This is an optimization exercise on Yosys and OpenROAD, whose aim is small area, a short achievable clock period and few clock cycles per item, not a production implementation.
The RTL was checked by simulation tests, not by an equivalence proof against the original design.
Power figures rest on the tool's default switching activity, not on a simulated workload.

## config.mk

```make
export PLATFORM = sky130hd
export DESIGN_NAME = dp_imm_slice
export DESIGN_NICKNAME = dp_imm_slice
export VERILOG_FILES = /design/flow/design.v
export SDC_FILE = /design/flow/constraint.sdc
export NUM_CORES = 4
export LEC_CHECK = 0
export CAP_MARGIN = 20
export CORE_MARGIN = 2
export CORE_UTILIZATION = 60
export CTS_CLUSTER_DIAMETER = 80
export CTS_CLUSTER_SIZE = 24
export SETUP_SLACK_MARGIN = 2.7
export SLEW_MARGIN = 20
```

## constraint.sdc

```tcl
create_clock -name core_clock -period 5.0 [get_ports {fu}]
set_input_delay 1.0000 -clock core_clock [delete_from_list [all_inputs] [get_ports {fu}]]
set_output_delay 1.0000 -clock core_clock [all_outputs]
set_load 0.01 [all_outputs]
```

## design.v

```verilog
`timescale 1ns/1ps
package dp_imm_pkg;
  typedef logic [64-1:0] word_t;
  typedef logic [31:0] inst_t;
  typedef logic [$clog2(32)-1:0] prn_t;   
  typedef logic [6-1:0] inst_id_t;   
endpackage
`timescale 1ns/1ps
module issue_fsm (
  input  logic                     fu,
  input  logic                     rst,
  input  logic                     issue,
  input  dp_imm_pkg::inst_t        inst,
  input  dp_imm_pkg::word_t        pc,
  input  dp_imm_pkg::prn_t         src_prn,
  input  dp_imm_pkg::prn_t         dst_prn,
  output logic                     ready,
  input  logic [32-1:0]   rf_valid_nxt,   
  output logic                     x_vld,
  output logic                     x_we,
  output dp_imm_pkg::prn_t         x_dst,
  output logic [3:0]               x_hs,      
  output logic                     x_fwd,     
  output logic [32-1:0]   x_sel,     
  output logic [15:0]              x_imm,
  output logic                     x_adrp,
  output logic [20:0]              x_low,
  output logic                     x_incm,
  output logic                     x_decm,
  output logic                     x_incu,
  output logic                     x_decu,
  output logic [64-22:0]     x_hi,
  output logic [2:1]               x_mg1,
  output logic [2:1]               x_mg0,
  output logic [7:1]               x_ug1,
  output logic [7:1]               x_ug0
);
  localparam logic [8:0] MOVK_OP = 9'b111100101;   
  localparam logic [8:0] MOVZ_OP = 9'b110100101;
  localparam logic [4:0] ADR_OP  = 5'b10000;       
  logic        accept;
  logic        is_movk, is_movz, is_adr;
  logic        sel_r, sel_p;
  logic [20:0] imm21;
  logic        fwd;
  logic [32-1:0] rd_ok;
  logic [11:0] lo_r, lo_p;
  logic [10:0] u0_r, u0_p, u1_r, u1_p;
  logic [20:0] low_r, low_p;
  logic        c21_r, c21_p, c21;
  logic        inc, dec;
  logic        ones_mid, zeros_mid;
  logic [2:1]  mg1, mg0;
  logic [7:1]  ug1, ug0;
  assign ready  = 1'b1;
  assign accept = issue && !rst;
  assign is_movk = (inst[31:23] == MOVK_OP);
  assign is_movz = (inst[31:23] == MOVZ_OP);
  assign is_adr  = (inst[28:24] == ADR_OP);
  assign sel_r   = is_adr && !inst[31];
  assign sel_p   = is_adr && inst[31];
  assign imm21   = {inst[23:5], inst[30:29]};
  prefix_add #(.W(11)) add_lo_r (.a(pc[10:0]),  .b(imm21[10:0]),  .cin(1'b0), .s(lo_r));
  prefix_add #(.W(10)) add_u0_r (.a(pc[20:11]), .b(imm21[20:11]), .cin(1'b0), .s(u0_r));
  prefix_add #(.W(10)) add_u1_r (.a(pc[20:11]), .b(imm21[20:11]), .cin(1'b1), .s(u1_r));
  prefix_add #(.W(11)) add_lo_p (.a(pc[22:12]), .b(imm21[10:0]),  .cin(1'b0), .s(lo_p));
  prefix_add #(.W(10)) add_u0_p (.a(pc[32:23]), .b(imm21[20:11]), .cin(1'b0), .s(u0_p));
  prefix_add #(.W(10)) add_u1_p (.a(pc[32:23]), .b(imm21[20:11]), .cin(1'b1), .s(u1_p));
  assign low_r = {lo_r[11] ? u1_r[9:0] : u0_r[9:0], lo_r[10:0]};
  assign low_p = {lo_p[11] ? u1_p[9:0] : u0_p[9:0], lo_p[10:0]};
  assign c21_r = lo_r[11] ? u1_r[10] : u0_r[10];
  assign c21_p = lo_p[11] ? u1_p[10] : u0_p[10];
  assign c21   = (sel_r && c21_r) || (sel_p && c21_p);
  assign inc = c21 && !imm21[20];
  assign dec = is_adr && !c21 && imm21[20];
  assign ones_mid  = inst[31] || (&pc[32:21]);
  assign zeros_mid = inst[31] || !(|pc[32:21]);
  always_comb begin
    for (int g = 1; g < 3; g++) begin
      mg1[g] = 1'b1;
      mg0[g] = 1'b1;
      for (int j = 0; j < 4*g; j++) begin
        mg1[g] = mg1[g] && pc[21+j];
        mg0[g] = mg0[g] && !pc[21+j];
      end
    end
    for (int g = 1; g < 8; g++) begin
      ug1[g] = 1'b1;
      ug0[g] = 1'b1;
      for (int j = 0; j < 4*g; j++) begin
        ug1[g] = ug1[g] && pc[33+j];
        ug0[g] = ug0[g] && !pc[33+j];
      end
    end
  end
  assign fwd = is_movk && x_vld && x_we && (src_prn == x_dst);
  always_comb begin
    for (int i = 0; i < 32; i++)
      rd_ok[i] = rf_valid_nxt[i] && !(x_vld && x_we && (x_dst == i));
  end
  always_ff @(posedge fu) begin
    if (rst)
      x_vld <= 1'b0;
    else
      x_vld <= accept;
  end
  always_ff @(posedge fu) begin
    x_we   <= is_movk || is_movz || is_adr;
    x_dst  <= dst_prn;
    x_hs   <= (is_movk || is_movz) ? (4'b0001 << inst[22:21]) : 4'b0000;
    x_fwd  <= fwd;
    x_imm  <= inst[20:5];
    x_adrp <= inst[31];
    x_low  <= ({21{sel_r}} & low_r) | ({21{sel_p}} & low_p);
    x_incm <= inc;
    x_decm <= dec;
    x_incu <= inc && ones_mid;
    x_decu <= dec && zeros_mid;
    x_hi   <= is_adr ? pc[64-1:21] : '0;
    x_mg1  <= mg1;
    x_mg0  <= mg0;
    x_ug1  <= ug1;
    x_ug0  <= ug0;
    for (int i = 0; i < 32; i++)
      x_sel[i] <= is_movk && (src_prn == i) && rd_ok[i];
  end
endmodule
module prefix_add #(
  parameter int W = 8
) (
  input  logic [W-1:0] a,
  input  logic [W-1:0] b,
  input  logic         cin,
  output logic [W:0]   s
);
  localparam int L = $clog2(W + 1);
  logic [W:0] g [L+1];
  logic [W:0] p [L+1];
  assign g[0] = {a & b, cin};
  assign p[0] = {a ^ b, 1'b0};
  for (genvar k = 0; k < L; k++) begin : level
    for (genvar i = 0; i <= W; i++) begin : bit_
      if (i >= (1 << k)) begin : merge
        assign g[k+1][i] = g[k][i] | (p[k][i] & g[k][i - (1 << k)]);
        assign p[k+1][i] = p[k][i] & p[k][i - (1 << k)];
      end else begin : pass
        assign g[k+1][i] = g[k][i];
        assign p[k+1][i] = p[k][i];
      end
    end
  end
  assign s = {g[L][W], p[0][W:1] ^ g[L][W-1:0]};
endmodule
`timescale 1ns/1ps
module inst_id_counter (
  input  logic                  fu,
  input  logic                  rst,
  input  logic                  done,
  output dp_imm_pkg::inst_id_t  done_id,
  output logic [15:0]           retired
);
  always_ff @(posedge fu) begin
    if (rst) begin
      done_id <= '0;
      retired <= '0;
    end else if (done) begin
      done_id <= done_id + 1'b1;   
      if (retired != '1)
        retired <= retired + 1'b1;   
    end
  end
endmodule
`timescale 1ns/1ps
module phys_reg_file (
  input  logic                     fu,
  input  logic                     rst,
  input  logic [32-1:0]   rd_sel,
  output dp_imm_pkg::word_t        rd_data,
  input  logic [32-1:0]   wr_en,      
  input  dp_imm_pkg::word_t        wr_data,
  output logic [32-1:0]   valid_nxt
);
  logic [32-1:0][64-1:0] regs;
  logic [32-1:0]               valid;
  assign valid_nxt = valid | wr_en;
  always_ff @(posedge fu) begin
    if (rst)
      valid <= '0;
    else
      valid <= valid_nxt;
  end
  always_ff @(posedge fu) begin
    for (int i = 0; i < 32; i++)
      if (wr_en[i])
        regs[i] <= wr_data;
  end
  always_comb begin
    rd_data = '0;
    for (int i = 0; i < 32; i++)
      rd_data = rd_data | ({64{rd_sel[i]}} & regs[i]);
  end
endmodule
`timescale 1ns/1ps
module dp_imm_fu (
  input  logic                     fu,
  input  logic                     rst,
  input  logic                     x_vld,
  input  logic                     x_we,
  input  dp_imm_pkg::prn_t         x_dst,
  input  logic [3:0]               x_hs,
  input  logic                     x_fwd,
  input  logic [15:0]              x_imm,
  input  logic                     x_adrp,
  input  logic [20:0]              x_low,
  input  logic                     x_incm,
  input  logic                     x_decm,
  input  logic                     x_incu,
  input  logic                     x_decu,
  input  logic [64-22:0]     x_hi,
  input  logic [2:1]               x_mg1,
  input  logic [2:1]               x_mg0,
  input  logic [7:1]               x_ug1,
  input  logic [7:1]               x_ug0,
  input  dp_imm_pkg::word_t        rf_data,    
  output logic                     done,
  output dp_imm_pkg::prn_t         done_prn,
  output logic                     done_we,
  output dp_imm_pkg::word_t        done_data,
  output logic                     cnt_en,                 
  output logic [32-1:0]   wr_en,                  
  output dp_imm_pkg::word_t        wr_data                 
);
  localparam int UW = 64 - 33;   
  logic              done_n;
  dp_imm_pkg::word_t wr_data_n;
  logic [11:0]       mid_ones, mid_zeros;   
  logic [UW-1:0]     up_ones, up_zeros;     
  logic [11:0]       mid;
  logic [UW-1:0]     up;
  dp_imm_pkg::word_t sum;
  dp_imm_pkg::word_t opnd;
  dp_imm_pkg::word_t result;
  always_comb begin
    for (int i = 0; i < 12; i++) begin
      mid_ones[i]  = (i < 4) ? 1'b1 : x_mg1[i/4];
      mid_zeros[i] = (i < 4) ? 1'b1 : x_mg0[i/4];
      for (int j = 4*(i/4); j < i; j++) begin
        mid_ones[i]  = mid_ones[i] && x_hi[j];
        mid_zeros[i] = mid_zeros[i] && !x_hi[j];
      end
    end
    for (int i = 0; i < UW; i++) begin
      up_ones[i]  = (i < 4) ? 1'b1 : x_ug1[i/4];
      up_zeros[i] = (i < 4) ? 1'b1 : x_ug0[i/4];
      for (int j = 4*(i/4); j < i; j++) begin
        up_ones[i]  = up_ones[i] && x_hi[12+j];
        up_zeros[i] = up_zeros[i] && !x_hi[12+j];
      end
    end
  end
  assign mid = x_hi[11:0] ^ (({12{x_incm}} & mid_ones) | ({12{x_decm}} & mid_zeros));
  assign up  = x_hi[42:12] ^ (({UW{x_incu}} & up_ones) | ({UW{x_decu}} & up_zeros));
  assign sum[64-1:33] = up;
  assign sum[32:21] = x_adrp ? x_low[20:9] : mid;
  assign sum[20:12] = x_adrp ? x_low[8:0]  : x_low[20:12];
  assign sum[11:0]  = x_adrp ? 12'b0       : x_low[11:0];
  assign opnd = rf_data | ({64{x_fwd}} & wr_data) | sum;
  always_comb begin
    for (int h = 0; h < 4; h++)
      result[16*h +: 16] = x_hs[h] ? x_imm : opnd[16*h +: 16];
  end
  assign cnt_en  = !done_n;
  assign wr_data = ~wr_data_n;
  always_ff @(posedge fu) begin
    if (rst) begin
      done   <= 1'b0;
      done_n <= 1'b1;
      wr_en  <= '0;
    end else begin
      done   <= x_vld;
      done_n <= !x_vld;
      for (int i = 0; i < 32; i++)
        wr_en[i] <= x_vld && x_we && (x_dst == i);
    end
  end
  always_ff @(posedge fu) begin
    done_prn  <= x_dst;
    done_we   <= x_we;
    done_data <= result;
    wr_data_n <= ~result;
  end
endmodule
`timescale 1ns/1ps
module dp_imm_slice (
  input  logic                  fu,
  input  logic                  rst,
  input  logic                  issue,
  input  dp_imm_pkg::inst_t     inst,
  input  dp_imm_pkg::word_t     pc,
  input  dp_imm_pkg::prn_t      src_prn,
  input  dp_imm_pkg::prn_t      dst_prn,
  output logic                  ready,
  output logic                  done,
  output dp_imm_pkg::inst_id_t  done_id,
  output dp_imm_pkg::prn_t      done_prn,
  output logic                  done_we,
  output dp_imm_pkg::word_t     done_data,
  output logic [15:0]           retired
);
  logic                    x_vld;
  logic                    x_we;
  dp_imm_pkg::prn_t        x_dst;
  logic [3:0]              x_hs;
  logic                    x_fwd;
  logic [32-1:0]  x_sel;
  logic [15:0]             x_imm;
  logic                    x_adrp;
  logic [20:0]             x_low;
  logic                    x_incm;
  logic                    x_decm;
  logic                    x_incu;
  logic                    x_decu;
  logic [64-22:0]    x_hi;
  logic [2:1]              x_mg1;
  logic [2:1]              x_mg0;
  logic [7:1]              x_ug1;
  logic [7:1]              x_ug0;
  logic [32-1:0]  rf_valid_nxt;
  dp_imm_pkg::word_t       rf_data;
  logic                    cnt_en;
  logic [32-1:0]  wr_en;
  dp_imm_pkg::word_t       wr_data;
  issue_fsm issue_fsm_inst (
    .fu(fu), .rst(rst), .issue(issue), .inst(inst), .pc(pc),
    .src_prn(src_prn), .dst_prn(dst_prn), .ready(ready),
    .rf_valid_nxt(rf_valid_nxt),
    .x_vld(x_vld), .x_we(x_we), .x_dst(x_dst), .x_hs(x_hs), .x_fwd(x_fwd),
    .x_sel(x_sel), .x_imm(x_imm), .x_adrp(x_adrp), .x_low(x_low),
    .x_incm(x_incm), .x_decm(x_decm), .x_incu(x_incu), .x_decu(x_decu),
    .x_hi(x_hi), .x_mg1(x_mg1), .x_mg0(x_mg0), .x_ug1(x_ug1), .x_ug0(x_ug0)
  );
  phys_reg_file phys_reg_file_inst (
    .fu(fu), .rst(rst), .rd_sel(x_sel), .rd_data(rf_data),
    .wr_en(wr_en), .wr_data(wr_data), .valid_nxt(rf_valid_nxt)
  );
  dp_imm_fu dp_imm_fu_inst (
    .fu(fu), .rst(rst), .x_vld(x_vld), .x_we(x_we), .x_dst(x_dst),
    .x_hs(x_hs), .x_fwd(x_fwd), .x_imm(x_imm), .x_adrp(x_adrp),
    .x_low(x_low), .x_incm(x_incm), .x_decm(x_decm), .x_incu(x_incu),
    .x_decu(x_decu), .x_hi(x_hi), .x_mg1(x_mg1), .x_mg0(x_mg0),
    .x_ug1(x_ug1), .x_ug0(x_ug0), .rf_data(rf_data),
    .done(done), .done_prn(done_prn), .done_we(done_we),
    .done_data(done_data), .cnt_en(cnt_en), .wr_en(wr_en), .wr_data(wr_data)
  );
  inst_id_counter inst_id_counter_inst (
    .fu(fu), .rst(rst), .done(cnt_en), .done_id(done_id), .retired(retired)
  );
endmodule
```

## flow/run.sh

```bash
#!/bin/bash
# The standard layout (the standard.sh, standard synthesis included),
# with the input and output port buffers made of buf_4 cells instead of the
# delay cells buffer_ports picks by default. ORFS writes each step's log
# under orfs/logs; make's own output goes to standard_flow.log.
set -euo pipefail
export BUFFER_PORTS_ARGS="-buffer_cell sky130_fd_sc_hd__buf_4"
bash standard.sh > standard_flow.log 2>&1
```

## standard.sh

```bash
#!/bin/bash
# synth_recipe.tcl (not shown) runs the flow's synth.tcl, then flattens the netlist and writes it again
# the make line also repeats each setting of config.mk as NAME=value (left out here)
make -C /OpenROAD-flow-scripts/flow DESIGN_CONFIG=/design/flow/config.mk WORK_HOME=/design/flow/orfs CLKGATE_MAP_FILE= SYNTH_SCRIPT=/design/flow/synth_recipe.tcl "${@:-finish}"
```

==> qor.csv, run 1 <==
stage;metric;value;unit
synthesis;leading area contributor after synthesis;edfxtp_1;
placement;PortBufs;196;
critical_path;slowest stage cell, crit path;o41ai_4;
sta;Rel. slew slack;16.59;%
critical_path;crit path cell chain;buf_4 -> buf_16 -> a221oi_1 -> nand3_1 -> nor2_1 -> nand4_1 -> o41ai_4 -> inv_1;
global_routing;first-pass GRT wire length;434.9;mm
sta;Fin Setup TNS;0;ns
synthesis;ys flop type;edfxtp_1;
synthesis;Seq/Total Area, Yosys;79.24;%
min_path;HP Class;input port to register;
synthesis;Synth Area in Adders;0.7081;%
synthesis;flops & latches, synth;2417;
drt;1st-pass router iterations;18;
die;core footprint;143700;um2
clock_network;Max Root-Sink Buffers;3;
sta;fmax;420.7;MHz
cells_and_area;post-layout net count;5756;
critical_path;Critical Path AT;3.05;ns
sta;final worst slack;2.623;ns
drt;drt drc;0;
synthesis;Unique masters post-synth;74;
cells_and_area;sequential cell area;69200;um2
die;initial core utilization;60.52;%
sta;worst-margin pin slew;1.249;ns
synthesis;simple-gate share of the synthesized area;4.998;%
cells_and_area;fillers;9809;
pwr;Clock power frac;33.5;%
synthesis;asr flop ratio synth;0;%
critical_path;Largest stage delay, worst path;0.53;ns
global_routing;global route overflow;0;
clock_network;Worst-path clk slew;0.10;ns
cells_and_area;fraction of layout instances using a drive strength above 1;16.29;%
drt;routed via count;56730;
die;Die Wd;384.7;um
pwr;pwr/cell area;341.1;nW/um2
clock_network;Post-CTS Hold Buffers;0;
sta;final setup fails;0;
clock_network;clk root buf;clkbuf_16;
cells_and_area;multi-input logic area;17280;um2
global_routing;Total GRT Usage;43.95;%
pwr;Power Internal;26.86;mW
global_routing;number of global-route vias before repair;51420;
sta;final-report max-slew violation count;0;
die;Row Count;139;
status;status;no timing/DRC/antenna violations;
critical_path;required time of the critical path;5.68;ns
sta;Final Hold Fails;0;
placement;Final GP Congestion;0.8615;
cells_and_area;most common cell after layout, fill and taps aside;edfxtp_1;
clock_network;worst skew pair latency;0.80;ns
clock_network;Num CTS Buffers;115;
synthesis;synth top area cells;edfxtp_1, dfxtp_1, a22oi_1;
sta;Period minus WS final;2.377;ns
die;die area;148000;um2
drt;WL final;329.8;mm
clock_network;CTS tree;done;
synthesis;main combinational cell family by area after synthesis;compound AO/OA/AOI/OAI gates;
critical_path;Crit. End Element;register;
sta;final setup skew;0.04106;ns
cells_and_area;most frequent cells in the layout;edfxtp_1, a22oi_1, buf_4;
cells_and_area;final core utilization;68.58;%
sta;crit share post-route;47.54;%
critical_path;CP delay by family, top;compound AO/OA/AOI/OAI gates;
pwr;part of the power in registers;64.4;%
pwr;Peak VDD IR;0.3521;mV
synthesis;post-synthesis net count;5390;
clock_network;CTS sink cnt;2417;
synthesis;mux share of post-synthesis cell area;0.2447;%
synthesis;share of the synthesized area in the top cell type;70.74;%
critical_path;CP startpoint kind;register;
placement;DP HPWL;167.7;mm
synthesis;post-synthesis cell count;5233;
clock_network;H-Tree Level Count;3;
global_routing;largest net degree at the start of global routing;66;
pwr;Combinational Power Share;2.1;%
critical_path;WS Path Type;register to register;
sta;RSZ-0062 raised after global routing;true;
die;Top Ports;203;
die;Die Ht;384.7;um
job;total of max-cap violations;0;
drt;vias per inst;7.452;
synthesis;Post-synth EDFFs;2048;
critical_path;CP Buf/Inv Count;3;
synthesis;Yosys warnings;10;
synthesis;XOR/XNOR Fraction of Synth Area;0.9772;%
pwr;Static Leak;32.98;nW
global_routing;initial antenna violation count;21;
placement;Setup WS pre-CTS;1.660;ns
drt;number of DRC markers in iteration 0;11020;
synthesis;post-synthesis compound-gate area fraction;11.88;%
synthesis;mean post-synth cell area;16.61;um2
critical_path;CP max FO;12;
drt;drt wl/cell;43.32;um
synthesis;Mapped Area;86940;um2
pwr;sw frac;20.07;%
pwr;Sw Pwr;6.744;mW
cells_and_area;synthesis-to-finish area growth;13.32;%
drt;Routed Antenna Nets;0;
-- worst paths after layout --
path                                          startpoint                           end  slack, ns  cells past startpoint
worst max-delay path            issue_fsm_inst.x_sel[30]  dp_imm_fu_inst.done_data[23]       2.62                      8
worst min-delay path                          dst_prn[4]       issue_fsm_inst.x_dst[4]       0.32                      1
worst max register to register  issue_fsm_inst.x_sel[30]  dp_imm_fu_inst.done_data[23]       2.62                      8
worst min register to register   issue_fsm_inst.x_dst[4]    dp_imm_fu_inst.done_prn[4]       0.43                      0
-- cells by family (layout without fill, tap and decap cells) --
kind of cell    Yosys count  count (layout)
buf+inv                 444             907
mux                      21              21
other cells               1              13
fa+ha+maj                48              48
xor+xnor                 97              97
simple gates            870             872
flops                  2417            2417
compound gates         1335            1335
-- cell type report --
type                            instances  share of cell area [%]
Tap cell                             1903                   2.417
Timing Repair Buffer                  528                   5.375
Clock buffer                          198                   3.526
Sequential cell                      2417                   70.24
Clock inverter                         18                  0.2350
Inverter                              163                  0.6337
Antenna cell                           12                 0.03048
Multi-Input combinational cell       2374                   17.54
-- layer usage --
| layer | track usage [%] | vias to the layer above | part of all wire, % |
|---|---|---|---|
| met3 | 10.87 | 985 | 15 |
| met1 | 59.76 | 28950 | 34 |
| met4 | 24.96 | 18 | 7.5 |
| li1 | - | 21740 | - |
| met2 | 65.40 | 5043 | 44 |
| met5 | 0 | - | 0.10 |
-- flip-flops by register name, indices dropped and copies added, names as in the netlist, 4 cells and up --
signal,flops
dp_imm_fu_inst.wr_data_n,64
issue_fsm_inst.x_dst,5
issue_fsm_inst.x_hi,43
inst_id_counter_inst.done_id,6
dp_imm_fu_inst.wr_en,32
issue_fsm_inst.x_low,21
issue_fsm_inst.x_sel,32
phys_reg_file_inst.regs,2048
issue_fsm_inst.x_hs,4
issue_fsm_inst.x_ug0,7
dp_imm_fu_inst.done_prn,5
phys_reg_file_inst.valid,32
inst_id_counter_inst.retired,16
issue_fsm_inst.x_imm,16
issue_fsm_inst.x_ug1,7
dp_imm_fu_inst.done_data,64
-- power groups by stage --
stage / Combinational [mW] / Sequential, mW / Clock (mW)
after floorplan: 0.354 / 22.1 / 0
after CTS: 0.656 / 21.6 / 11.2
after global placement: 0.611 / 22.1 / 0
final: 0.711 / 21.6 / 11.2
after detailed placement: 0.614 / 22.1 / 0
after global routing: 0.756 / 21.6 / 11.8
-- synthesized netlist by cell type (all sizes together) (22+ instances only) --
library cell,instances
a21oi,96
nor3,31
dfxtp,369
nor2,213
nor4,44
and2,62
nand4,142
buf,119
inv,162
xnor2,42
a221oi,267
a22o,222
nand2,168
ha,46
and3,22
a21o,35
a22oi,478
nand3,131
clkbuf,162
xor2,55
edfxtp,2048
a2111oi,43
o21ai,104
-- timing repair --
item | CTS | global route
resized for setup | 166 | 96
pin swaps | 25 | 60
cloned | 6 | 2
setup buffers | 120 | 61
setup endpoints to repair | 161 | 85
-- stage by stage --
stage	std cells	hold WS, ns	instance area (um2)	power, mW
final	7613	0.3164	98520	33.60
after global routing	7602	0.2908	98490	34.24
after CTS	7538	0.2773	97430	33.49
after detailed placement	7196	0.4164	91480	22.72
after global placement	7195	0.4101	91450	22.72
after floorplan	5233	0.3433	87160	22.46
Testbench counts, summed over its fixed seeds: cycles 12,016, items 12,000.
==> run 2, diff against run 1 <==
--- a/config.mk
+++ b/config.mk
@@ -6,5 +6,5 @@
 export NUM_CORES = 4
 export LEC_CHECK = 0
-export CAP_MARGIN = 20
+export CAP_MARGIN = 10
 export CORE_MARGIN = 2
 export CORE_UTILIZATION = 60
@@ -12,3 +12,3 @@
 export CTS_CLUSTER_SIZE = 24
 export SETUP_SLACK_MARGIN = 2.7
-export SLEW_MARGIN = 20
+export SLEW_MARGIN = 10
==> qor.csv, run 2 <==
stage;metric;value;unit
sta;crit share post-route;48.30;%
cells_and_area;Finished Layout Cells;7621;
clock_network;Max Root-Sink Buffers;3;
global_routing;largest net degree at the start of global routing;66;
synthesis;share of the synthesized area in the top cell type;70.74;%
clock_network;Num CTS Buffers;116;
cells_and_area;fraction of layout instances using a drive strength above 1;16.79;%
sta;Fin Setup TNS;0;ns
clock_network;clk root buf;clkbuf_16;
synthesis;mean post-synth cell area;16.61;um2
pwr;Static Leak;33.00;nW
synthesis;Mapped Area;86940;um2
drt;number of DRC markers in iteration 0;10450;
pwr;pwr/cell area;339.3;nW/um2
sta;RSZ-0062 raised after global routing;true;
placement;Placed Cells incl. Taps;7195;
synthesis;Yosys warnings;10;
cells_and_area;most frequent cells in the layout;edfxtp_1, a22oi_1, buf_4;
drt;routed via count;56660;
global_routing;global route overflow;0;
global_routing;number of global-route vias before repair;51640;
die;Top Ports;203;
synthesis;asr flop ratio synth;0;%
synthesis;post-synthesis cell count;5233;
clock_network;CTS tree;done;
clock_network;CTS sink cnt;2417;
sta;Rel. slew slack;12.16;%
critical_path;Crit. End Element;register;
global_routing;Total GRT Usage;44.04;%
cells_and_area;max reg flops;2048;
critical_path;CP startpoint kind;input port;
placement;Setup WS pre-CTS;1.652;ns
cells_and_area;Top reg by flops;phys_reg_file_inst.regs;
synthesis;list of most frequent post-synthesis cells;edfxtp_1, a22oi_1, dfxtp_1;
die;initial core utilization;60.52;%
sta;Final Hold Fails;0;
drt;WL final;329.6;mm
pwr;Peak VDD IR;0.3617;mV
sta;final setup skew;0.04065;ns
placement;DP HPWL;167.1;mm
synthesis;Unique masters post-synth;74;
clock_network;worst skew pair latency;0.80;ns
sta;final-report max-slew violation count;0;
drt;1st-pass router iterations;18;
clock_network;H-Tree Level Count;3;
die;Die Ht;384.7;um
cells_and_area;Largest regs;phys_reg_file_inst.regs: 2048 flops, dp_imm_fu_inst.done_data: 64 flops, dp_imm_fu_inst.wr_data_n: 64 flops;
status;status;no timing/DRC/antenna violations;
cells_and_area;post-layout net count;5761;
placement;Final GP Congestion;0.8615;
min_path;HP Class;input port to register;
synthesis;synth top area cells;edfxtp_1, dfxtp_1, a22oi_1;
synthesis;most frequent cell after synthesis;edfxtp_1;
drt;drt wl/cell;43.24;um
synthesis;post-synthesis net count;5390;
drt;drt drc;0;
synthesis;ys flop type;edfxtp_1;
global_routing;initial antenna violation count;23;
synthesis;Seq/Total Area, Yosys;79.24;%
sta;final setup fails;0;
sta;fmax;414.1;MHz
die;Row Count;139;
critical_path;CP max FO;8;
die;Die Wd;384.7;um
die;core footprint;143700;um2
synthesis;flops & latches, synth;2417;
die;die area;148000;um2
critical_path;WS Path Type;input port to register;
synthesis;leading area contributor after synthesis;edfxtp_1;
cells_and_area;synthesis-to-finish area growth;13.48;%
cells_and_area;post-route cell area;98660;um2
job;total of max-cap violations;0;
sta;final worst slack;2.585;ns
drt;vias per inst;7.435;
global_routing;first-pass GRT wire length;435.8;mm
placement;Post-DP Area;91450;um2
sta;worst-margin pin slew;1.318;ns
critical_path;Critical Path AT;3.01;ns
clock_network;Worst-path clk slew;0.10;ns
sta;Period minus WS final;2.415;ns
synthesis;Post-synth EDFFs;2048;
placement;PortBufs;196;
drt;Routed Antenna Nets;0;
cells_and_area;most common cell after layout, fill and taps aside;edfxtp_1;
critical_path;required time of the critical path;5.59;ns
==> run 2: final cells by class <==
cell class	instances	area (um2)
well taps	1903	2381
repair buffers	533	5318
flip-flops and latches	2417	69190
multi-input cells	2373	17510
clock inverters	33	336.6
diodes	12	30.03
clock buffers	187	3264
inverters	163	624.3
fillers	9693	45000
==> run 2: report_power, final <==
part	switching [mW]	internal [mW]	total [mW]
Clock	6.33	4.78	11.1
Sequential	0.0706	21.6	21.6
Combinational	0.429	0.295	0.724
==> run 2: routing by layer <==
metal  vias to the layer above  GRT usage (%)  share of wire (%)
met5                         -              0              0.019
met4                         8          26.01                7.3
met3                       981          11.78                 15
met2                      5191          65.24                 44
met1                     28720          59.11                 33
li1                      21760              -                  -
==> run 2: worst paths after layout <==
path                                                from  slack, ns  cells after the start                            to
worst max-delay path                            inst[27]       2.59                      5          issue_fsm_inst.x_fwd
worst min-delay path                          dst_prn[0]       0.30                      1       issue_fsm_inst.x_dst[0]
worst max register to register  issue_fsm_inst.x_sel[26]       2.64                      8  dp_imm_fu_inst.done_data[23]
worst min register to register   issue_fsm_inst.x_dst[4]       0.43                      0    dp_imm_fu_inst.done_prn[4]
==> run 2: worst max-delay path, cell delays in order <==
cell and delay (ns):
buf_4 0.11, or4b_4 0.62, nor2_4 0.35, nand2_2 0.13, nor4_1 0.81
==> run 2: through the flow <==
stage	hold WS, ns	power [mW]	utilization [%]
after global routing	0.2880	34.13	68.66
final	0.3009	33.48	68.68
after detailed placement	0.4160	22.72	63.66
after floorplan	0.3433	22.46	-
after CTS	0.2669	33.34	67.81
after global placement	0.4101	22.72	63.66
==> run 2: what timing repair did <==
item / 4_1_cts / 5_1_grt
setup buffers: 134 / 54
cloned: 6 / 0
pin swaps: 19 / 75
endpoints found under the setup margin: 161 / 122
hold buffers: 0 / 0
gates resized for setup: 155 / 135
==> run 2: logic make-up after synthesis <==
| logic type | synth area share [%] |
|---|---|
| fa+ha+maj | 0.7081 |
| flops | 79.24 |
| mux | 0.2447 |
| xor+xnor | 0.9772 |
| compound gates | 11.88 |
| simple gates | 4.998 |
| other cells | 0.004313 |
| buf+inv | 1.949 |
==> run 3, diff against run 2 <==
--- a/design.v
+++ b/design.v
@@ -25,9 +25,12 @@
   output logic [15:0]              x_imm,
   output logic                     x_adrp,
-  output logic [20:0]              x_low,
-  output logic                     x_incm,
-  output logic                     x_decm,
-  output logic                     x_incu,
-  output logic                     x_decu,
+  output logic [10:0]              x_lo,      
+  output logic                     x_c11,     
+  output logic [9:0]               x_u0,      
+  output logic [9:0]               x_u1,      
+  output logic [1:0]               x_incm,
+  output logic [1:0]               x_decm,
+  output logic [1:0]               x_incu,
+  output logic [1:0]               x_decu,
   output logic [64-22:0]     x_hi,
   output logic [2:1]               x_mg1,
@@ -47,7 +50,5 @@
   logic [11:0] lo_r, lo_p;
   logic [10:0] u0_r, u0_p, u1_r, u1_p;
-  logic [20:0] low_r, low_p;
-  logic        c21_r, c21_p, c21;
-  logic        inc, dec;
+  logic [1:0]  c21, inc, dec;
   logic        ones_mid, zeros_mid;
   logic [2:1]  mg1, mg0;
@@ -67,11 +68,7 @@
   prefix_add #(.W(10)) add_u0_p (.a(pc[32:23]), .b(imm21[20:11]), .cin(1'b0), .s(u0_p));
   prefix_add #(.W(10)) add_u1_p (.a(pc[32:23]), .b(imm21[20:11]), .cin(1'b1), .s(u1_p));
-  assign low_r = {lo_r[11] ? u1_r[9:0] : u0_r[9:0], lo_r[10:0]};
-  assign low_p = {lo_p[11] ? u1_p[9:0] : u0_p[9:0], lo_p[10:0]};
-  assign c21_r = lo_r[11] ? u1_r[10] : u0_r[10];
-  assign c21_p = lo_p[11] ? u1_p[10] : u0_p[10];
-  assign c21   = (sel_r && c21_r) || (sel_p && c21_p);
-  assign inc = c21 && !imm21[20];
-  assign dec = is_adr && !c21 && imm21[20];
+  assign c21 = ({2{sel_r}} & {u1_r[10], u0_r[10]}) | ({2{sel_p}} & {u1_p[10], u0_p[10]});
+  assign inc = c21 & {2{!imm21[20]}};
+  assign dec = ~c21 & {2{is_adr && imm21[20]}};
   assign ones_mid  = inst[31] || (&pc[32:21]);
   assign zeros_mid = inst[31] || !(|pc[32:21]);
@@ -112,9 +109,12 @@
     x_imm  <= inst[20:5];
     x_adrp <= inst[31];
-    x_low  <= ({21{sel_r}} & low_r) | ({21{sel_p}} & low_p);
+    x_lo   <= ({11{sel_r}} & lo_r[10:0]) | ({11{sel_p}} & lo_p[10:0]);
+    x_c11  <= (sel_r && lo_r[11]) || (sel_p && lo_p[11]);
+    x_u0   <= ({10{sel_r}} & u0_r[9:0]) | ({10{sel_p}} & u0_p[9:0]);
+    x_u1   <= ({10{sel_r}} & u1_r[9:0]) | ({10{sel_p}} & u1_p[9:0]);
     x_incm <= inc;
     x_decm <= dec;
-    x_incu <= inc && ones_mid;
-    x_decu <= dec && zeros_mid;
+    x_incu <= inc & {2{ones_mid}};
+    x_decu <= dec & {2{zeros_mid}};
     x_hi   <= is_adr ? pc[64-1:21] : '0;
     x_mg1  <= mg1;
@@ -212,9 +212,12 @@
   input  logic [15:0]              x_imm,
   input  logic                     x_adrp,
-  input  logic [20:0]              x_low,
-  input  logic                     x_incm,
-  input  logic                     x_decm,
-  input  logic                     x_incu,
-  input  logic                     x_decu,
+  input  logic [10:0]              x_lo,
+  input  logic                     x_c11,
+  input  logic [9:0]               x_u0,
+  input  logic [9:0]               x_u1,
+  input  logic [1:0]               x_incm,
+  input  logic [1:0]               x_decm,
+  input  logic [1:0]               x_incu,
+  input  logic [1:0]               x_decu,
   input  logic [64-22:0]     x_hi,
   input  logic [2:1]               x_mg1,
@@ -238,4 +241,6 @@
   logic [11:0]       mid;
   logic [UW-1:0]     up;
+  logic [20:0]       x_low;                 
+  logic              incm, decm, incu, decu;
   dp_imm_pkg::word_t sum;
   dp_imm_pkg::word_t opnd;
@@ -259,6 +264,11 @@
     end
   end
-  assign mid = x_hi[11:0] ^ (({12{x_incm}} & mid_ones) | ({12{x_decm}} & mid_zeros));
-  assign up  = x_hi[42:12] ^ (({UW{x_incu}} & up_ones) | ({UW{x_decu}} & up_zeros));
+  assign x_low = {x_c11 ? x_u1 : x_u0, x_lo};
+  assign incm  = x_c11 ? x_incm[1] : x_incm[0];
+  assign decm  = x_c11 ? x_decm[1] : x_decm[0];
+  assign incu  = x_c11 ? x_incu[1] : x_incu[0];
+  assign decu  = x_c11 ? x_decu[1] : x_decu[0];
+  assign mid = x_hi[11:0] ^ (({12{incm}} & mid_ones) | ({12{decm}} & mid_zeros));
+  assign up  = x_hi[42:12] ^ (({UW{incu}} & up_ones) | ({UW{decu}} & up_zeros));
   assign sum[64-1:33] = up;
   assign sum[32:21] = x_adrp ? x_low[20:9] : mid;
@@ -316,9 +326,12 @@
   logic [15:0]             x_imm;
   logic                    x_adrp;
-  logic [20:0]             x_low;
-  logic                    x_incm;
-  logic                    x_decm;
-  logic                    x_incu;
-  logic                    x_decu;
+  logic [10:0]             x_lo;
+  logic                    x_c11;
+  logic [9:0]              x_u0;
+  logic [9:0]              x_u1;
+  logic [1:0]              x_incm;
+  logic [1:0]              x_decm;
+  logic [1:0]              x_incu;
+  logic [1:0]              x_decu;
   logic [64-22:0]    x_hi;
   logic [2:1]              x_mg1;
@@ -336,5 +349,5 @@
     .rf_valid_nxt(rf_valid_nxt),
     .x_vld(x_vld), .x_we(x_we), .x_dst(x_dst), .x_hs(x_hs), .x_fwd(x_fwd),
-    .x_sel(x_sel), .x_imm(x_imm), .x_adrp(x_adrp), .x_low(x_low),
+    .x_sel(x_sel), .x_imm(x_imm), .x_adrp(x_adrp), .x_lo(x_lo), .x_c11(x_c11), .x_u0(x_u0), .x_u1(x_u1),
     .x_incm(x_incm), .x_decm(x_decm), .x_incu(x_incu), .x_decu(x_decu),
     .x_hi(x_hi), .x_mg1(x_mg1), .x_mg0(x_mg0), .x_ug1(x_ug1), .x_ug0(x_ug0)
@@ -347,5 +360,5 @@
     .fu(fu), .rst(rst), .x_vld(x_vld), .x_we(x_we), .x_dst(x_dst),
     .x_hs(x_hs), .x_fwd(x_fwd), .x_imm(x_imm), .x_adrp(x_adrp),
-    .x_low(x_low), .x_incm(x_incm), .x_decm(x_decm), .x_incu(x_incu),
+    .x_lo(x_lo), .x_c11(x_c11), .x_u0(x_u0), .x_u1(x_u1), .x_incm(x_incm), .x_decm(x_decm), .x_incu(x_incu),
     .x_decu(x_decu), .x_hi(x_hi), .x_mg1(x_mg1), .x_mg0(x_mg0),
     .x_ug1(x_ug1), .x_ug0(x_ug0), .rf_data(rf_data),
==> run.sh (new file) <==
#!/bin/bash
# synth_recipe.tcl (not shown) runs the flow's synth.tcl, then flattens the netlist and writes it again
# the make line also repeats each setting of config.mk as NAME=value (left out here)
make -C /OpenROAD-flow-scripts/flow DESIGN_CONFIG=/design/flow/config.mk WORK_HOME=/design/flow/orfs CLKGATE_MAP_FILE= SYNTH_SCRIPT=/design/flow/synth_recipe.tcl finish
--- a/config.mk
+++ b/config.mk
@@ -6,5 +6,5 @@
 export NUM_CORES = 4
 export LEC_CHECK = 0
-export CAP_MARGIN = 10
+export CAP_MARGIN = 20
 export CORE_MARGIN = 2
 export CORE_UTILIZATION = 60
@@ -12,3 +12,3 @@
 export CTS_CLUSTER_SIZE = 24
 export SETUP_SLACK_MARGIN = 2.7
-export SLEW_MARGIN = 10
+export SLEW_MARGIN = 20
removed: flow/run.sh
removed: standard.sh
==> qor.csv, run 3 <==
stage;metric;value;unit
critical_path;crit path cell chain;buf_12 -> mux2i_1 -> o21ai_0 -> or4_1 -> o22ai_1 -> inv_1;
critical_path;Crit. Startpoint;issue_fsm_inst.x_c11;
synthesis;share of the synthesized area in the top cell type;69.94;%
global_routing;GR met1 Demand/Resource;61.31;%
synthesis;Mapped Area;87930;um2
cells_and_area;most frequent cells in the layout;edfxtp_1, a22oi_1, buf_4;
synthesis;asr flop ratio synth;0;%
synthesis;post-synthesis cell count;5335;
global_routing;Total GRT Usage;44.65;%
critical_path;required time of the critical path;5.66;ns
drt;drt wl/cell;43.72;um
global_routing;global route overflow;0;
sta;final setup skew;0.02285;ns
critical_path;worst r2r src;issue_fsm_inst.x_c11;
critical_path;Crit. End Element;register;
placement;DP HPWL;178.8;mm
critical_path;Worst Reg2Reg Path Length in Cells;6;
global_routing;initial antenna violation count;20;
cells_and_area;Top reg by flops;phys_reg_file_inst.regs;
synthesis;post-synthesis compound-gate area fraction;12.35;%
sta;final-report max-slew violation count;0;
clock_network;worst skew pair latency;0.79;ns
synthesis;ys flop type;edfxtp_1;
synthesis;Unique masters post-synth;64;
sta;RSZ-0062 raised after global routing;true;
drt;Routed Antenna Nets;0;
min_path;HP Class;input port to register;
synthesis;Seq/Total Area, Yosys;78.69;%
cells_and_area;post-layout net count;5910;
cells_and_area;max reg flops;2048;
die;core footprint;145600;um2
synthesis;XOR/XNOR Fraction of Synth Area;1.016;%
sta;worst-margin pin slew;1.340;ns
synthesis;synth top area cells;edfxtp_1, dfxtp_1, a22oi_1;
cells_and_area;synthesis-to-finish area growth;14.76;%
drt;routed via count;58890;
status;status;no timing/DRC/antenna violations;
sta;Final Hold Fails;0;
die;Row Count;140;
critical_path;r2r setup slk;2.55;ns
sta;final setup fails;0;
drt;WL final;341.1;mm
global_routing;GR Util met2;64.88;%
clock_network;Max Root-Sink Buffers;3;
synthesis;main combinational cell family by area after synthesis;compound AO/OA/AOI/OAI gates;
pwr;Total Power;34.00;mW
global_routing;met3 usage;13.08;%
cells_and_area;most common cell after layout, fill and taps aside;edfxtp_1;
critical_path;slowest stage cell, crit path;mux2i_1;
die;die area;149600;um2
job;total of max-cap violations;0;
synthesis;simple-gate share of the synthesized area;5.060;%
clock_network;clk root buf;clkbuf_16;
cells_and_area;sequential cell area;69530;um2
synthesis;leading area contributor after synthesis;edfxtp_1;
die;Die Ht;386.8;um
critical_path;Largest stage delay, worst path;0.66;ns
sta;final worst slack;2.546;ns
placement;Final GP Congestion;0.8735;
drt;vias per inst;7.549;
synthesis;mux share of post-synthesis cell area;0.3643;%
critical_path;worst setup path endpoint;dp_imm_fu_inst.done_data[12];
die;initial core utilization;60.40;%
sta;Rel. slew slack;10.55;%
clock_network;Num CTS Buffers;119;
sta;Fin Setup TNS;0;ns
sta;fmax;407.5;MHz
global_routing;first-pass GRT wire length;451.5;mm
placement;Setup WS pre-CTS;1.249;ns
die;Die Wd;386.8;um
die;Top Ports;203;
pwr;Static Leak;33.02;nW
global_routing;GRT Max-Usage Layer;met2;
synthesis;Yosys warnings;10;
clock_network;Post-CTS Hold Buffers;0;
critical_path;CP max FO;8;
critical_path;CP startpoint kind;register;
cells_and_area;fraction of layout instances using a drive strength above 1;17.04;%
global_routing;number of global-route vias before repair;52960;
pwr;Peak VDD IR;0.3526;mV
cells_and_area;multi-input logic area;18780;um2
synthesis;post-synthesis net count;5494;
critical_path;reg-to-reg endpoint;dp_imm_fu_inst.done_data[12];
pwr;pwr/cell area;337.0;nW/um2
sta;Period minus WS final;2.454;ns
critical_path;Critical Path AT;3.12;ns
clock_network;H-Tree Level Count;3;
cells_and_area;Largest regs;phys_reg_file_inst.regs: 2048 flops, dp_imm_fu_inst.done_data: 64 flops, dp_imm_fu_inst.wr_data_n: 64 flops;
synthesis;Synth Area in Adders;0.7457;%
synthesis;list of most frequent post-synthesis cells;edfxtp_1, a22oi_1, dfxtp_1;
critical_path;WS Path Type;register to register;
sta;WHS;0.3485;ns
placement;PortBufs;196;
synthesis;flops & latches, synth;2432;
clock_network;Worst-path clk slew;0.09;ns
clock_network;CTS sink cnt;2432;
synthesis;mean post-synth cell area;16.48;um2
synthesis;most frequent cell after synthesis;edfxtp_1;
global_routing;largest net degree at the start of global routing;65;
drt;1st-pass router iterations;8;
sta;crit share post-route;49.09;%
drt;number of DRC markers in iteration 0;11470;
synthesis;Post-synth EDFFs;2048;
cells_and_area;fillers;9723;
drt;drt drc;0;
clock_network;CTS tree;done;
==> run 3: changes by cell type after synthesis, sizes merged, moves of 15 or more <==
cell     change
a21oi       +40
dfxtp       +15
a221oi      -35
a22o        -22
a21boi      +17
inv         -53
a22oi       +34
o2111ai     +26
o22ai       +26
==> run 3: layout make-up <==
type                            instances  share of cell area (%)
Clock buffer                          192                   3.420
Inverter                              109                  0.4414
Antenna cell                           28                 0.06944
Sequential cell                      2432                   68.91
Multi-Input combinational cell       2500                   18.61
Tap cell                             1917                   2.377
Timing Repair inverter                  1                0.004960
Timing Repair Buffer                  588                   5.808
Clock inverter                         35                  0.3645
==> run 3: cell families after synthesis <==
logic type	after synthesis
flip-flops	2432
AO/OA/AOI/OAI	1431
AND/OR/NAND/NOR	884
buffers and inverters	405
XOR/XNOR	102
adder cells (fa/ha/maj)	50
multiplexers	30
other	1
==> run 3: what timing repair did <==
item / in CTS / in global routing
gates resized for setup: 705 / 176
endpoints found under the setup margin: 281 / 125
setup buffers: 164 / 46
pin swaps: 39 / 57
gates cloned: 10 / 0
==> run 3: how the worst min path moves through the flow <==
stage               slack [ns]  cells after the start           startpoint                       to
finish                    0.35                      1             inst[14]  issue_fsm_inst.x_imm[9]
global route              0.33                      1             inst[14]  issue_fsm_inst.x_imm[9]
CTS                       0.39                      0  issue_fsm_inst.x_we   dp_imm_fu_inst.done_we
detailed placement        0.37                      0  issue_fsm_inst.x_we   dp_imm_fu_inst.done_we
global placement          0.37                      0  issue_fsm_inst.x_we   dp_imm_fu_inst.done_we
floorplan                 0.34                      0  issue_fsm_inst.x_we   dp_imm_fu_inst.done_we
==> run 3: critical path: cells and delay by family, from the launching register on <==
| family | cells | cell delay (ns) |
|---|---|---|
| and+or+nand+nor | 1 | 0.54 |
| buffers and inverters | 2 | 0.24 |
| AOI/OAI and AO/OA | 2 | 0.52 |
| muxes | 1 | 0.66 |
| DFF | 1 | 0.38 |
==> run 3: report_power, final <==
| part | internal [mW] | total [mW] | switching, mW |
|---|---|---|---|
| clock | 5.02 | 11.4 | 6.41 |
| sequential | 21.7 | 21.8 | 0.0693 |
| combinational | 0.309 | 0.796 | 0.487 |
| total | 27.0 | 34.0 | 6.97 |
==> run 3: layer usage <==
layer	wire, um	share of wire (%)
met5	135	0.040
met1	115200	34
met3	55120	16
met2	146800	43
met4	23790	7.0
==> run 3: per-stage QoR <==
stage | util (%) | instances | instance area [um2]
finish | 69.32 | 7802 | 100900
global route | 69.27 | 7775 | 100800
CTS | 68.39 | 7728 | 99550
detailed placement | 63.88 | 7327 | 92990
global placement | 63.88 | 7327 | 92990
floorplan | - | 5335 | 88090
Testbench counts of run 3, summed over its fixed seeds: cycles 12,016, items 12,000.

[port drivers added, routing unchanged]
Ports are ideal in the flow. The routed layouts listed here were re-timed in OpenROAD. Step 1: set_driving_cell puts a clkbuf_16 on fu and a buf_2 on each other input, an assumption about the parent block. Step 2 also shifts input and output timing later by t, the mid clock arrival at the registers, as if the neighbouring blocks saw the same clock. a / b / c = ideal ports / drivers / drivers and shift; a / b = the first two.
run | t, ns | setup WS [ns] | worst setup path at the end | latest minus earliest clock arrival (ns) | cell pins on the clock port's net
run 1 | 0.869 | 2.623 / 2.559 / 1.860 | input to register | 0.043 / 0.043 | 1
run 2 | 0.875 | 2.585 / 2.544 / 1.781 | input to register | 0.045 / 0.044 | 1
run 3 | 0.868 | 2.546 / 2.546 / 1.864 | input to register | 0.028 / 0.028 | 1
After both steps every run listed still meets setup and hold. The setup slack of run 2, which loses most, moves by -0.041 ns with the drivers and by -0.804 ns with both steps.
